This is an optimization exercise on Yosys and OpenROAD, whose aim is small area, not a production implementation.
The RTL was checked by simulation tests, not by an equivalence proof against the original design.
No activity file was given, so power comes from the tool's default toggle rates.

==> v18 <==
==> flow/design.v <==
module bridge_chip (
	input  logic        osc_o,
	input  logic        rst_n,
	input  logic        psel,
	input  logic        penable,
	input  logic        pwrite,
	input  logic [19:0] paddr,
	input  logic [31:0] pwdata,
	output logic        pready,
	output logic [31:0] prdata,
	input  logic        rx_cmd_valid,
	input  logic [15:0] rx_word_count,
	input  logic [1:0]  rx_vc,
	input  logic [5:0]  rx_data_type,
	output logic        tx_cmd_req,
	output logic [15:0] tx_word_count,
	output logic [1:0]  tx_vc,
	output logic [5:0]  tx_data_type,
	input  logic        tx_cmd_ack,
	input  logic        lcd_reset,
	input  logic        dphy_rdy,
	output logic        panel_rst,
	output logic        pstart,
	output logic        link_rst_n
);
	logic [54:0] apb_req_w;
	logic [32:0] apb_rsp_w;
	logic [23:0] rx_cmd_w;
	logic [23:0] tx_cmd_w;
	assign apb_req_w = {psel, penable, pwrite, paddr, pwdata};
	assign pready    = apb_rsp_w[32];
	assign prdata    = apb_rsp_w[31:0];
	assign rx_cmd_w  = {rx_word_count, rx_vc, rx_data_type};
	assign tx_word_count = tx_cmd_w[23:8];
	assign tx_vc         = tx_cmd_w[7:6];
	assign tx_data_type  = tx_cmd_w[5:0];
	bridge_top u_bridge (
		.osc_o        (osc_o),
		.rst_n        (rst_n),
		.apb_req      (apb_req_w),
		.apb_rsp      (apb_rsp_w),
		.rx_cmd_valid (rx_cmd_valid),
		.rx_cmd       (rx_cmd_w),
		.tx_cmd_req   (tx_cmd_req),
		.tx_cmd       (tx_cmd_w),
		.tx_cmd_ack   (tx_cmd_ack),
		.lcd_reset    (lcd_reset),
		.dphy_rdy     (dphy_rdy),
		.panel_rst    (panel_rst),
		.pstart       (pstart),
		.link_rst_n   (link_rst_n)
	);
endmodule

package bridge_pkg;
	typedef logic [31:0] word_t;
	typedef logic [19:0] apb_addr_t;
	typedef logic [1:0]  vc_t;
	typedef logic [5:0]  data_type_t;
	typedef logic [15:0] byte_count_t;
	typedef logic [2:0]  reg_index_t;
	typedef struct packed {
		logic      sel;
		logic      enable;
		logic      write;
		apb_addr_t addr;
		word_t     wdata;
	} apb_req_t;
	typedef struct packed {
		logic  ready;
		word_t rdata;
	} apb_rsp_t;
	typedef struct packed {
		logic       write;
		reg_index_t index;
		word_t      wdata;
	} bank_req_t;
	typedef struct packed {
		byte_count_t word_count;
		vc_t         vc;
		data_type_t  data_type;
	} rx_cmd_t;
	typedef struct packed {
		byte_count_t word_count;
		vc_t         vc;
		data_type_t  data_type;
	} tx_cmd_t;
	typedef enum logic [1:0] {APB_IDLE, APB_WAIT, APB_READY} apb_state_t;
	typedef enum logic {RB_IDLE, RB_REQ} rb_state_t;
	localparam int LINK_WIN_BIT     = 17;
	localparam int LINK_OFFSET_BITS = 10;
	localparam logic [3:0] LOC_FUNC   = 4'h0;
	localparam logic [3:0] LOC_PORT   = 4'h4;
	localparam logic [3:0] LOC_SEL    = 4'h8;
	localparam logic [3:0] LOC_STATUS = 4'hC;
	localparam data_type_t DT_DCS_READ  = 6'h06;
	localparam data_type_t DT_READ_RESP = 6'h21;
	localparam int PORT_START_BIT     = 1;
	localparam int PORT_LINK_RST_BIT  = 2;
	localparam int PORT_PANEL_RST_BIT = 7;
	localparam int STAT_LCD_RESET_BIT = 5;
	localparam int STAT_DPHY_RDY_BIT  = 4;
	localparam int STAT_DROP_BIT      = 3;
endpackage
module apb_port (
	input  logic osc_o,
	input  logic rst_n,
	input  logic psel,
	input  logic penable,
	output logic acc,     
	output logic ready    
);
	always_ff @(posedge osc_o) begin
		acc   <= rst_n && psel && !penable && !acc && !ready;
		ready <= rst_n && acc;
	end
endmodule
module ctrl_regs (
	input  logic        osc_o,
	input  logic        rst_n,
	input  logic        acc,
	input  logic        ready,
	input  logic        loc_wr,      
	input  logic [3:0]  offset,
	input  logic [3:0]  rd_loc,      
	input  logic [7:0]  wdata_n,     
	input  logic        lcd_reset,
	input  logic        dphy_rdy,
	input  logic        drop_set,
	output logic [31:0] rdata,
	output logic        link_sel,
	output logic        panel_rst,
	output logic        pstart,
	output logic        link_rst_n
);
	logic [7:0] func_n;
	logic [7:0] port_n;
	logic       sel_n;
	logic       drop_q;
	logic       lcd_q, dphy_q, drop_rd;
	always_ff @(posedge osc_o) begin
		if (!rst_n || (ready && loc_wr && offset == 4'h0))
			func_n <= wdata_n;
		if (!rst_n || (ready && loc_wr && offset == 4'h4))
			port_n <= wdata_n;
		if (!rst_n || (acc && loc_wr && offset == 4'h8))
			sel_n <= wdata_n[0];
		drop_q <= rst_n && (drop_set || (drop_q && !(acc && loc_wr && offset == 4'hC)));
		lcd_q   <= lcd_reset;
		dphy_q  <= dphy_rdy;
		drop_rd <= drop_q;
	end
	always_comb begin
		rdata = '0;
		rdata[7:0] = (~func_n & {8{rd_loc[0]}}) | (~port_n & {8{rd_loc[1]}});
		rdata[0]   = rdata[0] | (~sel_n & rd_loc[2]);
		rdata[5:3] = rdata[5:3] | ({lcd_q, dphy_q, drop_rd} & {3{rd_loc[3]}});
	end
	assign link_sel   = !sel_n;
	assign panel_rst  = !(func_n[0] || port_n[7]);
	assign pstart     = !(func_n[0] || port_n[1]);
	assign link_rst_n = !(func_n[0] || port_n[2]);
endmodule
module link_regs (
	input  logic        osc_o,
	input  logic        clear,
	input  logic        phi,
	input  logic [2:0]  psi,       
	input  logic        wr_early,  
	input  logic        wr_late,   
	input  logic        rd,        
	input  logic [2:0]  idx,       
	input  logic [31:0] wdata,
	output logic [31:0] rdata,
	output logic [31:0] word0      
);
	logic [31:0] r0_n [2];    
	logic [31:0] ra_n [3];    
	logic [31:0] rb_n [3];    
	logic        in_0;
	logic [2:0]  wa, wb;      
	logic [2:0]  posa, posb;  
	logic        put0, puta, putb;
	assign in_0 = (idx == 3'd0) || (idx == 3'd7);
	always_comb begin
		for (int k = 0; k < 3; k++) begin
			wa[k] = (idx == 3'(1 + k));
			wb[k] = (idx == 3'(4 + k));
		end
		for (int j = 0; j < 3; j++) begin
			posa[j] = 1'b0;
			posb[j] = 1'b0;
			for (int k = 0; k < 3; k++) begin
				posa[j] = posa[j] | (wa[k] & psi[(j - k + 3) % 3]);
				posb[j] = posb[j] | (wb[k] & psi[(j - k + 3) % 3]);
			end
		end
	end
	assign put0 = wr_late  && in_0 && (idx[0] ^ phi);
	assign puta = wr_early && posa[2];
	assign putb = wr_early && posb[2];
	always_ff @(posedge osc_o) begin
		r0_n[1] <= r0_n[0];
		r0_n[0] <= (clear || put0) ? ~(wdata & {32{put0}}) : r0_n[1];
		ra_n[1] <= ra_n[0];
		ra_n[2] <= ra_n[1];
		ra_n[0] <= (clear || puta) ? ~(wdata & {32{puta}}) : ra_n[2];
		rb_n[1] <= rb_n[0];
		rb_n[2] <= rb_n[1];
		rb_n[0] <= (clear || putb) ? ~(wdata & {32{putb}}) : rb_n[2];
	end
	always_comb begin
		rdata = '0;
		for (int j = 0; j < 2; j++)
			rdata = rdata | (~r0_n[j] & {32{rd && in_0 && ((idx[0] == phi) == (j == 0))}});
		for (int j = 0; j < 3; j++) begin
			rdata = rdata | (~ra_n[j] & {32{rd && posa[j]}});
			rdata = rdata | (~rb_n[j] & {32{rd && posb[j]}});
		end
	end
	assign word0 = phi ? ~r0_n[1] : ~r0_n[0];
endmodule
module readback_engine (
	input  logic        osc_o,
	input  logic        rst_n,
	input  logic        block,        
	input  logic        rx_cmd_valid,
	input  logic [1:0]  rx_k,
	input  logic [5:0]  rx_data_type,
	input  logic [31:0] tx_word0,
	input  logic [31:0] rx_word0,
	output logic        tx_cmd_req,
	output logic [7:0]  tx_id,
	output logic [1:0]  tx_vc,
	input  logic        tx_cmd_ack,
	output logic        drop_set
);
	logic is_dcs_read;
	logic accept;
	assign is_dcs_read = rx_cmd_valid && (rx_data_type == 6'h06);
	assign accept      = is_dcs_read && !tx_cmd_req && tx_word0[2] && !block;
	always_ff @(posedge osc_o) begin
		tx_cmd_req <= rst_n && (tx_cmd_req ? !tx_cmd_ack : accept);
		drop_set   <= rst_n && is_dcs_read && tx_cmd_req;
		if (accept) begin
			tx_vc <= tx_word0[1:0];
			tx_id <= (rx_word0[7:0] & {8{rx_k == 2'd0}}) | (rx_word0[15:8] & {8{rx_k == 2'd1}})
			       | (rx_word0[23:16] & {8{rx_k == 2'd2}}) | (rx_word0[31:24] & {8{rx_k == 2'd3}});
		end
	end
endmodule
module bridge_top (
	input  logic                osc_o,
	input  logic                rst_n,
	input  bridge_pkg::apb_req_t apb_req,
	output bridge_pkg::apb_rsp_t apb_rsp,
	input  logic                rx_cmd_valid,
	input  bridge_pkg::rx_cmd_t rx_cmd,
	output logic                tx_cmd_req,
	output bridge_pkg::tx_cmd_t tx_cmd,
	input  logic                tx_cmd_ack,
	input  logic                lcd_reset,
	input  logic                dphy_rdy,
	output logic                panel_rst,
	output logic                pstart,
	output logic                link_rst_n
);
	logic        acc, ready, setup;
	logic        link_sel;
	logic        drop_set;
	logic [19:0] addr;
	logic        loc_hit, link_hit;
	logic        clear, rst_d1, rst_d2, phi;
	logic [2:0]  psi;
	logic        wr_early, wr_late, pend0;
	logic [3:0]  rd_loc;
	logic [7:0]  wdata_n;
	logic [31:0] loc_rdata, tx_rdata, rx_rdata;
	logic [31:0] tx_ring0, rx_ring0, tx_word0, rx_word0;
	logic [7:0]  tx_id;
	logic [1:0]  tx_vc;
	assign addr     = apb_req.addr;
	assign loc_hit  = (addr[19:4] == '0);
	assign link_hit = addr[17] && (addr[9:5] == '0);
	always_ff @(posedge osc_o) begin
		rst_d1 <= !rst_n;
		rst_d2 <= rst_d1;
		phi    <= rst_n && !phi;
		psi    <= rst_n ? {psi[1:0], psi[2]} : 3'b001;
	end
	assign clear = !rst_n || rst_d1 || rst_d2;
	assign wdata_n = ~(apb_req.wdata[7:0] & {8{rst_n}});
	assign setup    = apb_req.sel && !apb_req.enable && !acc && !ready;
	assign wr_early = (setup || acc || ready) && rst_n && apb_req.write && link_hit;
	assign wr_late  = (acc || ready) && rst_n && apb_req.write && link_hit;
	logic rd_tx, rd_rx, rd_lhit;
	always_ff @(posedge osc_o) begin
		rd_tx   <= link_hit && !link_sel;
		rd_rx   <= link_hit &&  link_sel;
		rd_lhit <= loc_hit;
	end
	assign rd_loc   = {4{rd_lhit}} & {addr[3:0] == 4'hC, addr[3:0] == 4'h8, addr[3:0] == 4'h4, addr[3:0] == 4'h0};
	assign pend0    = ready && apb_req.write && link_hit && (addr[4:2] == 3'd0) && phi;
	assign tx_word0 = (pend0 && !link_sel) ? apb_req.wdata : tx_ring0;
	assign rx_word0 = (pend0 &&  link_sel) ? apb_req.wdata : rx_ring0;
	apb_port u_apb_port (
		.osc_o   (osc_o),
		.rst_n   (rst_n),
		.psel    (apb_req.sel),
		.penable (apb_req.enable),
		.acc     (acc),
		.ready   (ready)
	);
	ctrl_regs u_ctrl_regs (
		.osc_o      (osc_o),
		.rst_n      (rst_n),
		.acc        (acc),
		.ready      (ready),
		.loc_wr     (loc_hit && apb_req.write),
		.offset     (addr[3:0]),
		.rd_loc     (rd_loc),
		.wdata_n    (wdata_n),
		.lcd_reset  (lcd_reset),
		.dphy_rdy   (dphy_rdy),
		.drop_set   (drop_set),
		.rdata      (loc_rdata),
		.link_sel   (link_sel),
		.panel_rst  (panel_rst),
		.pstart     (pstart),
		.link_rst_n (link_rst_n)
	);
	link_regs u_tx_regs (
		.osc_o    (osc_o),
		.clear    (clear),
		.phi      (phi),
		.psi      (psi),
		.wr_early (wr_early && !link_sel),
		.wr_late  (wr_late && !link_sel),
		.rd       (rd_tx),
		.idx      (addr[4:2]),
		.wdata    (apb_req.wdata),
		.rdata    (tx_rdata),
		.word0    (tx_ring0)
	);
	link_regs u_rx_regs (
		.osc_o    (osc_o),
		.clear    (clear),
		.phi      (phi),
		.psi      (psi),
		.wr_early (wr_early && link_sel),
		.wr_late  (wr_late && link_sel),
		.rd       (rd_rx),
		.idx      (addr[4:2]),
		.wdata    (apb_req.wdata),
		.rdata    (rx_rdata),
		.word0    (rx_ring0)
	);
	readback_engine u_readback_engine (
		.osc_o        (osc_o),
		.rst_n        (rst_n),
		.block        (rst_d1),
		.rx_cmd_valid (rx_cmd_valid),
		.rx_k         (rx_cmd.word_count[1:0]),
		.rx_data_type (rx_cmd.data_type),
		.tx_word0     (tx_word0),
		.rx_word0     (rx_word0),
		.tx_cmd_req   (tx_cmd_req),
		.tx_id        (tx_id),
		.tx_vc        (tx_vc),
		.tx_cmd_ack   (tx_cmd_ack),
		.drop_set     (drop_set)
	);
	assign apb_rsp.ready = ready;
	assign apb_rsp.rdata = loc_rdata | tx_rdata | rx_rdata;
	assign tx_cmd.word_count = {8'h00, tx_id};
	assign tx_cmd.vc         = tx_vc;
	assign tx_cmd.data_type  = 6'h21;
endmodule
==> flow/flow/run.sh <==
#!/bin/bash
# Standard ORFS layout with three changes:
#  - synthesis maps logic with an area-oriented ABC script (two passes) (registers are
#    untouched: same dfflibmap step, names and cell types as standard synthesis)
#  - ports are buffered with buf_1 instead of the default delay buffer
#  - CTS inserts no dummy loads and builds its tree from clkbuf_8 with
#    clusters of up to 16 sinks
# Every tool's output goes to a log in this folder (and ORFS keeps its own
# per-step logs under orfs/logs).
set -euo pipefail
here=$(pwd)
rm -rf "$here/scripts_local"
cp -r "$FLOW_HOME/scripts" "$here/scripts_local"
cp "$here/flow/abc_area_nf.script" "$here/scripts_local/abc_speed.script"
export SCRIPTS_DIR="$here/scripts_local"
export BUFFER_PORTS_ARGS="-buffer_cell sky130_fd_sc_hd__buf_1"
export CTS_ARGS="-sink_clustering_enable -repair_clock_nets -dont_use_dummy_load -buf_list sky130_fd_sc_hd__clkbuf_8 -sink_clustering_size 16 -sink_clustering_max_diameter 60"
bash standard.sh > "$here/orfs_make.log" 2>&1
==> flow/flow/abc_area_nf.script <==
strash
&get -n
&st
&dc2
&dch
&nf -R 1000
&put
strash
&get -n
&st
&dch
&nf -R 1000
&put
==> flow/standard.sh <==
#!/bin/bash
# synth_recipe.tcl (not shown) runs the flow's synth.tcl, then flattens the netlist and writes it again
# the make line also repeats each setting of config.mk as NAME=value (left out here)
make -C /OpenROAD-flow-scripts/flow DESIGN_CONFIG=/design/flow/config.mk WORK_HOME=/design/flow/orfs CLKGATE_MAP_FILE= SYNTH_SCRIPT=/design/flow/synth_recipe.tcl "${@:-finish}"
==> flow/config.mk <==
export PLATFORM = sky130hd
export DESIGN_NAME = bridge_chip
export DESIGN_NICKNAME = bridge_chip
export VERILOG_FILES = /design/flow/design.v
export SDC_FILE = /design/flow/constraint.sdc
export NUM_CORES = 4
export LEC_CHECK = 0
export CAP_MARGIN = 20
export CORE_MARGIN = 2
export CORE_UTILIZATION = 70
export SLEW_MARGIN = 20
==> flow/constraint.sdc <==
create_clock -name core_clock -period 5.0 [get_ports {osc_o}]
set_input_delay 1.0000 -clock core_clock [delete_from_list [all_inputs] [get_ports {osc_o}]]
set_output_delay 1.0000 -clock core_clock [all_outputs]
set_load 0.01 [all_outputs]
==> inputs of v3, as changes to v18 <==
--- a/flow/design.v
+++ b/flow/design.v
@@ -165,47 +165,17 @@
 	input  logic        osc_o,
-	input  logic        clear,
 	input  logic        phi,
-	input  logic [2:0]  psi,       
-	input  logic        wr_early,  
-	input  logic        wr_late,   
-	input  logic        rd,        
-	input  logic [2:0]  idx,       
-	input  logic [31:0] wdata,
+	input  logic [3:0]  load,     
+	input  logic [3:0]  rsel0,    
+	input  logic [3:0]  rsel1,    
+	input  logic [31:0] wdata_n,  
 	output logic [31:0] rdata,
-	output logic [31:0] word0      
+	output logic [31:0] word0     
 );
-	logic [31:0] r0_n [2];    
-	logic [31:0] ra_n [3];    
-	logic [31:0] rb_n [3];    
-	logic        in_0;
-	logic [2:0]  wa, wb;      
-	logic [2:0]  posa, posb;  
-	logic        put0, puta, putb;
-	assign in_0 = (idx == 3'd0) || (idx == 3'd7);
-	always_comb begin
-		for (int k = 0; k < 3; k++) begin
-			wa[k] = (idx == 3'(1 + k));
-			wb[k] = (idx == 3'(4 + k));
-		end
-		for (int j = 0; j < 3; j++) begin
-			posa[j] = 1'b0;
-			posb[j] = 1'b0;
-			for (int k = 0; k < 3; k++) begin
-				posa[j] = posa[j] | (wa[k] & psi[(j - k + 3) % 3]);
-				posb[j] = posb[j] | (wb[k] & psi[(j - k + 3) % 3]);
-			end
-		end
-	end
-	assign put0 = wr_late  && in_0 && (idx[0] ^ phi);
-	assign puta = wr_early && posa[2];
-	assign putb = wr_early && posb[2];
+	logic [31:0] p0_n [4];
+	logic [31:0] p1_n [4];
 	always_ff @(posedge osc_o) begin
-		r0_n[1] <= r0_n[0];
-		r0_n[0] <= (clear || put0) ? ~(wdata & {32{put0}}) : r0_n[1];
-		ra_n[1] <= ra_n[0];
-		ra_n[2] <= ra_n[1];
-		ra_n[0] <= (clear || puta) ? ~(wdata & {32{puta}}) : ra_n[2];
-		rb_n[1] <= rb_n[0];
-		rb_n[2] <= rb_n[1];
-		rb_n[0] <= (clear || putb) ? ~(wdata & {32{putb}}) : rb_n[2];
+		for (int j = 0; j < 4; j++) begin
+			p1_n[j] <= p0_n[j];
+			p0_n[j] <= load[j] ? wdata_n : p1_n[j];
+		end
 	end
@@ -213,10 +183,6 @@
 		rdata = '0;
-		for (int j = 0; j < 2; j++)
-			rdata = rdata | (~r0_n[j] & {32{rd && in_0 && ((idx[0] == phi) == (j == 0))}});
-		for (int j = 0; j < 3; j++) begin
-			rdata = rdata | (~ra_n[j] & {32{rd && posa[j]}});
-			rdata = rdata | (~rb_n[j] & {32{rd && posb[j]}});
-		end
+		for (int j = 0; j < 4; j++)
+			rdata = rdata | (~p0_n[j] & {32{rsel0[j]}}) | (~p1_n[j] & {32{rsel1[j]}});
 	end
-	assign word0 = phi ? ~r0_n[1] : ~r0_n[0];
+	assign word0 = phi ? ~p1_n[0] : ~p0_n[0];
 endmodule
@@ -267,3 +233,3 @@
 );
-	logic        acc, ready, setup;
+	logic        acc, ready;
 	logic        link_sel;
@@ -272,7 +238,8 @@
 	logic        loc_hit, link_hit;
-	logic        clear, rst_d1, rst_d2, phi;
-	logic [2:0]  psi;
-	logic        wr_early, wr_late, pend0;
-	logic [3:0]  rd_loc;
-	logic [7:0]  wdata_n;
+	logic        clear, rst_d, phi;
+	logic        wr_link, pend0;
+	logic [3:0]  pair, rd_pair, rd_loc;
+	logic [3:0]  tx_load, rx_load;
+	logic [3:0]  tx_rsel0, tx_rsel1, rx_rsel0, rx_rsel1;
+	logic [31:0] wdata_n;
 	logic [31:0] loc_rdata, tx_rdata, rx_rdata;
@@ -285,19 +252,19 @@
 	always_ff @(posedge osc_o) begin
-		rst_d1 <= !rst_n;
-		rst_d2 <= rst_d1;
-		phi    <= rst_n && !phi;
-		psi    <= rst_n ? {psi[1:0], psi[2]} : 3'b001;
-	end
-	assign clear = !rst_n || rst_d1 || rst_d2;
-	assign wdata_n = ~(apb_req.wdata[7:0] & {8{rst_n}});
-	assign setup    = apb_req.sel && !apb_req.enable && !acc && !ready;
-	assign wr_early = (setup || acc || ready) && rst_n && apb_req.write && link_hit;
-	assign wr_late  = (acc || ready) && rst_n && apb_req.write && link_hit;
-	logic rd_tx, rd_rx, rd_lhit;
-	always_ff @(posedge osc_o) begin
-		rd_tx   <= link_hit && !link_sel;
-		rd_rx   <= link_hit &&  link_sel;
-		rd_lhit <= loc_hit;
+		rst_d <= !rst_n;
+		phi   <= rst_n && !phi;
 	end
-	assign rd_loc   = {4{rd_lhit}} & {addr[3:0] == 4'hC, addr[3:0] == 4'h8, addr[3:0] == 4'h4, addr[3:0] == 4'h0};
+	assign clear = !rst_n || rst_d;
+	assign wdata_n = ~(apb_req.wdata & {32{!clear}});
+	always_comb
+		for (int j = 0; j < 4; j++)
+			pair[j] = (addr[4:3] == j);
+	assign wr_link = (acc || ready) && apb_req.write && link_hit && (addr[2] ^ phi);
+	assign tx_load = {4{clear}} | (pair & {4{wr_link && !link_sel}});
+	assign rx_load = {4{clear}} | (pair & {4{wr_link &&  link_sel}});
+	assign rd_loc   = {4{loc_hit}} & {addr[3:0] == 4'hC, addr[3:0] == 4'h8, addr[3:0] == 4'h4, addr[3:0] == 4'h0};
+	assign rd_pair  = pair & {4{link_hit}};
+	assign tx_rsel0 = rd_pair & {4{!link_sel && (addr[2] == phi)}};
+	assign tx_rsel1 = rd_pair & {4{!link_sel && (addr[2] != phi)}};
+	assign rx_rsel0 = rd_pair & {4{ link_sel && (addr[2] == phi)}};
+	assign rx_rsel1 = rd_pair & {4{ link_sel && (addr[2] != phi)}};
 	assign pend0    = ready && apb_req.write && link_hit && (addr[4:2] == 3'd0) && phi;
@@ -321,3 +288,3 @@
 		.rd_loc     (rd_loc),
-		.wdata_n    (wdata_n),
+		.wdata_n    (wdata_n[7:0]),
 		.lcd_reset  (lcd_reset),
@@ -332,26 +299,20 @@
 	link_regs u_tx_regs (
-		.osc_o    (osc_o),
-		.clear    (clear),
-		.phi      (phi),
-		.psi      (psi),
-		.wr_early (wr_early && !link_sel),
-		.wr_late  (wr_late && !link_sel),
-		.rd       (rd_tx),
-		.idx      (addr[4:2]),
-		.wdata    (apb_req.wdata),
-		.rdata    (tx_rdata),
-		.word0    (tx_ring0)
+		.osc_o   (osc_o),
+		.phi     (phi),
+		.load    (tx_load),
+		.rsel0   (tx_rsel0),
+		.rsel1   (tx_rsel1),
+		.wdata_n (wdata_n),
+		.rdata   (tx_rdata),
+		.word0   (tx_ring0)
 	);
 	link_regs u_rx_regs (
-		.osc_o    (osc_o),
-		.clear    (clear),
-		.phi      (phi),
-		.psi      (psi),
-		.wr_early (wr_early && link_sel),
-		.wr_late  (wr_late && link_sel),
-		.rd       (rd_rx),
-		.idx      (addr[4:2]),
-		.wdata    (apb_req.wdata),
-		.rdata    (rx_rdata),
-		.word0    (rx_ring0)
+		.osc_o   (osc_o),
+		.phi     (phi),
+		.load    (rx_load),
+		.rsel0   (rx_rsel0),
+		.rsel1   (rx_rsel1),
+		.wdata_n (wdata_n),
+		.rdata   (rx_rdata),
+		.word0   (rx_ring0)
 	);
@@ -360,3 +321,3 @@
 		.rst_n        (rst_n),
-		.block        (rst_d1),
+		.block        (rst_d),
 		.rx_cmd_valid (rx_cmd_valid),
==> inputs of v34, as changes to v18 <==
==> flow/flow/run.sh (replaced) <==
#!/bin/bash
# Standard ORFS layout with these changes:
#  - synthesis maps logic with an area-oriented ABC script (two passes) (registers are
#    untouched: same dfflibmap step, names and cell types as standard synthesis)
#  - ports are buffered with buf_1 instead of the default delay buffer
#  - CTS inserts no dummy loads and builds its tree from clkbuf_4 with
#    clusters of up to 10 sinks
# Every tool's output goes to a log in this folder (and ORFS keeps its own
# per-step logs under orfs/logs).
set -euo pipefail
here=$(pwd)
rm -rf "$here/scripts_local"
cp -r "$FLOW_HOME/scripts" "$here/scripts_local"
cp "$here/flow/abc_area_nf.script" "$here/scripts_local/abc_speed.script"
export SCRIPTS_DIR="$here/scripts_local"
export BUFFER_PORTS_ARGS="-buffer_cell sky130_fd_sc_hd__buf_1"
export CTS_ARGS="-sink_clustering_enable -repair_clock_nets -dont_use_dummy_load -buf_list sky130_fd_sc_hd__clkbuf_4 -sink_clustering_size 10 -sink_clustering_max_diameter 45"
bash standard.sh > "$here/orfs_make.log" 2>&1
==> notes.md <==
	v3	v34	v18
Reg-to-Reg End	u_bridge.u_readback_engine.tx_id[7]	u_bridge.u_readback_engine.tx_id[7]	u_bridge.u_readback_engine.tx_vc[0]
Number of DRC markers in iteration 0	2014	1793	1882
Buffering stage count on the worst path with inverters included	3	5	5
Num CTS Buffers	40	61	41
Number of clock sinks	549	556	556
Gate power share	4.8%	2.9%	2.8%
Multi-input comb cells	1138	1041	1041
Syn-to-layout area delta	11.20%	9.363%	9.979%
Worst slew margin relative to its limit	19.95%	30.56%	28.42%
End of the worst hold path	u_bridge.u_rx_regs.p1_n[2][25]	u_bridge.u_ctrl_regs.lcd_q	u_bridge.u_rx_regs.rb_n[2][0]
Multiplexer fraction of the synthesized cell area	0.1880%	0.3790%	0.3790%
Clock network share of area	2.861%	2.487%	3.047%
Transition time at the pin with the least slew margin	1.170 ns	1.042 ns	1.074 ns
Capture point of the worst path	prdata[17]	prdata[4]	prdata[4]
Net count reported at finish	2023	1913	1893
Worst hold path startpoint	u_bridge.u_rx_regs.p0_n[2][25]	lcd_reset	u_bridge.u_rx_regs.rb_n[1][0]
Worst setup margin	0.4396 ns	0.5594 ns	0.5241 ns
Complex-gate fraction of the synthesized area	20.42%	18.75%	18.75%
Post-route fraction of the period consumed by the critical path	91.21%	88.81%	89.52%
Initial core utilization	71.15%	71.52%	71.52%
Status	finished clean	finished clean	finished clean
Worst hold margin	0.3024 ns	0.3287 ns	0.3245 ns
Portion of synthesized cell area occupied by the leading cell type	60.39%	62.89%	62.89%
First-pass GRT wire length	79.77 mm	74.90 mm	75.10 mm
Wire length on met1	20.75 mm	19.08 mm	19.02 mm

afterwards: timing with drivers on the ports:
The flow's constraints put no driver on any port. The routed layouts listed below were extracted and timed again, unchanged, in two steps. Step 1: set_driving_cell puts a clkbuf_16 on osc_o and a buf_2 on each other input, an assumption about the parent block. Step 2 also shifts input and output timing later by t, the mid clock arrival at the registers, as if the neighbouring blocks saw the same clock. a / b / c = ideal ports / drivers / drivers and shift; a / b = the first two.
| run | t, ns | slack for setup (ns) | clock arrival spread, ns | slew at the worst register clock pin (ns) | worst slew at a driven data input, ns |
|---|---|---|---|---|---|
| v18 | 0.612 | 0.524 / 0.501 / 0.501 | 0.050 / 0.050 | 0.10 / 0.10 | 0.07 |
| v3 | 0.609 | 0.440 / 0.416 / 0.416 | 0.061 / 0.061 | 0.10 / 0.10 | 0.08 |
| v34 | 0.780 | 0.559 / 0.534 / 0.534 | 0.041 / 0.041 | 0.11 / 0.11 | 0.08 |
After both steps every run listed still meets setup and hold. For v34, which loses most, drivers alone change the setup slack by -0.025 ns; drivers and shift together by -0.025 ns.
